Source: an optimization exercise on an open RTL-to-GDS flow (aim: small area). Production flows keep margins and buffers that such runs may drop. Only simulation tests tie the RTL to the original design; equivalence was not proved.

==> trial 60 <==
## wasm_ctrl_frame_stack
module wasm_ctrl_frame_stack #(
    parameter int DEPTH       = wasm_pkg::CTRL_STACK_DEPTH,
    parameter int ENTRY_W     = 64,
    parameter int FRAME_DEPTH = wasm_pkg::CALL_FRAME_DEPTH
) (
    input  logic                              clk,
    input  logic                              rst_n,
    input  logic                              op_valid,
    output logic                              op_ready,
    input  logic [2:0]                        op_code,
    input  logic [ENTRY_W-1:0]                op_data,
    input  logic [7:0]                        op_depth,
    input  logic                              err_clr,
    output logic [ENTRY_W-1:0]                top_data,
    output logic [ENTRY_W-1:0]                branch_target,
    output logic                              branch_ok,
    output logic [$clog2(DEPTH + 1)-1:0]      sp,
    output logic [$clog2(DEPTH + 1)-1:0]      frame_base,
    output logic [$clog2(FRAME_DEPTH + 1)-1:0] fp,
    output logic                              empty,
    output logic                              full,
    output logic                              err,
    output logic [2:0]                        err_code
);
    localparam int SP_W       = $clog2(DEPTH + 1);
    localparam int FP_W       = $clog2(FRAME_DEPTH + 1);
    localparam int AW         = $clog2(DEPTH);
    localparam int SLICE_ROWS = 8;
    localparam int LW         = $clog2(SLICE_ROWS);
    localparam int N_SLICES   = DEPTH / SLICE_ROWS;
    localparam int HW         = SP_W - LW;
    logic [SP_W-1:0]    sp_nxt, fb_nxt;
    logic [SP_W-1:0]    spm1, cnt;
    logic [2:0]         fault_code;
    logic [SP_W-1:0]    br_sp;
    logic [AW-1:0]      br_x, waddr;
    logic               accept;
    logic               do_push, do_replace, we;
    logic               f_push, f_pop, f_full, f_empty;
    logic [SP_W-1:0]    f_top;
    logic               phase;
    logic [ENTRY_W-1:0] wdata;
    logic [ENTRY_W-1:0] top_raw, br_raw;
    logic [SLICE_ROWS-1:0] top_lo, br_lo, wr_lo, lt_lo;
    logic [N_SLICES-1:0]   top_hi, br_hi, wr_hi, lt_all, lt_eq;
    logic [ENTRY_W-1:0] top_part [N_SLICES];
    logic [ENTRY_W-1:0] br_part  [N_SLICES];
    wasm_ctrl_frame_ptr_stack #(
        .FRAME_DEPTH (FRAME_DEPTH),
  ...
==> flow/config.mk <==
export PLATFORM = sky130hd
export DESIGN_NAME = wasm_ctrl_frame_stack
export DESIGN_NICKNAME = wasm_ctrl_frame_stack
export VERILOG_FILES = /design/flow/design.v
export SDC_FILE = /design/flow/constraint.sdc
export NUM_CORES = 4
export LEC_CHECK = 0
export CAP_MARGIN = 30
export CELL_PAD_IN_SITES_DETAIL_PLACEMENT = 2
export CELL_PAD_IN_SITES_GLOBAL_PLACEMENT = 2
export CORE_MARGIN = 2
export CORE_UTILIZATION = 25
export CTS_BUF_LIST = sky130_fd_sc_hd__clkbuf_8
export CTS_CLUSTER_DIAMETER = 50
export CTS_CLUSTER_SIZE = 10
export PLACE_DENSITY = 0.35
export SETUP_SLACK_MARGIN = 0.5
export SLEW_MARGIN = 20
export SYNTH_HIERARCHICAL = 1
==> flow/constraint.sdc <==
create_clock -name core_clock -period 10.0 [get_ports {clk}]
set_input_delay 2.0000 -clock core_clock [delete_from_list [all_inputs] [get_ports {clk}]]
set_output_delay 2.0000 -clock core_clock [all_outputs]
set_load 0.01 [all_outputs]
standard.sh (not shown) runs the stock make flow with config.mk's settings and CLKGATE_MAP_FILE= SYNTH_SCRIPT=/design/flow/synth_recipe.tcl, a recipe that flattens the netlist after the stock synthesis.
==> flow/flow/run.sh <==
#!/bin/bash
# Layout flow: the standard ORFS flow (standard.sh, standard synthesis unchanged), with
# two choices changed:
#  - the port buffers that global placement inserts on every input and output use
#    sky130_fd_sc_hd__buf_2 instead of the default clock-delay buffer;
set -euo pipefail
export BUFFER_PORTS_ARGS="-buffer_cell sky130_fd_sc_hd__buf_2"
export CTS_ARGS="-sink_clustering_enable -repair_clock_nets -buf_list {sky130_fd_sc_hd__clkbuf_8} -sink_clustering_size 10 -sink_clustering_max_diameter 50 -dont_use_dummy_load"
bash standard.sh finish > flow_make.log 2>&1
==> inputs of trial 19, as changes to trial 60 <==
--- a/flow/config.mk
+++ b/flow/config.mk
@@ -11,3 +11,3 @@
 export CORE_MARGIN = 2
-export CORE_UTILIZATION = 25
+export CORE_UTILIZATION = 30
 export CTS_BUF_LIST = sky130_fd_sc_hd__clkbuf_8
@@ -15,3 +15,3 @@
 export CTS_CLUSTER_SIZE = 10
-export PLACE_DENSITY = 0.35
+export PLACE_DENSITY = 0.4
 export SETUP_SLACK_MARGIN = 0.5
==> impl_metrics.toml <==
[status]
status = "complete, no violations"

[power]
power_density_nw_per_um2 = 405
peakVddDrop_v = 0.000308

[worst_setup_path]
r2r_slack_ns = 4.12

[die]
rows = 310
core_um2 = 712000

[cells_and_area]
multi_input_gates = 10800
antenna_cells = 34

[placement]
gp_congestion = 0.865
dpl_cell_area_um2 = 189000

[cts]
cts-resized-gates = 9

[timing]
rsz0062_at_grt = "no"
-- figures above: trial 60

==> impl_metrics.toml <==
[detailed_routing]
vias_per_cell = 7.21

[power]
peakVddDrop_v = 0.000260
power_density_nw_per_um2 = 404

[worst_setup_path]
end_kind = "output port"
r2r_slack_ns = 3.30

[status]
status = "complete, no violations"

[placement]
gp_congestion = 0.888
dpl_cell_area_um2 = 185000

[cts]
cts-resized-gates = 1

[die]
core_um2 = 593000
rows = 283

[cells_and_area]
antenna_cells = 24
multi_input_gates = 10800

[timing]
worst_hold_slack_ns = 0.451
-- figures above: trial 19

## what the ideal ports hide
No port has a modelled driver above. Below, the same layouts with a new extraction and two added sets of constraints. Step 1 sets driving cells, clkbuf_16 on the clock port and buf_2 on the other inputs (assumed; they add their load-dependent delay and slew). Step 2 adds t to the input delays and takes it off the output delays; t is the mean of the earliest and latest rising clock arrival at the registers after step 1. Input paths then give back, and output paths get back, about the clock's delay inside the block. Three values: ideal ports, drivers, drivers and shift; two values: the first two.
run | t (ns) | slack for setup (ns) | hold slack, ns
trial 60 | 1.481 | 0.440 / 0.389 / 0.389 | 0.465 / 0.465 / 0.465
trial 19 | 1.424 | 0.461 / 0.428 / 0.428 | 0.451 / 0.451 / 0.451
After both steps setup and hold are still met in every run listed. The setup slack of trial 60, which loses most, moves by -0.051 ns with the drivers and by -0.051 ns with both steps.
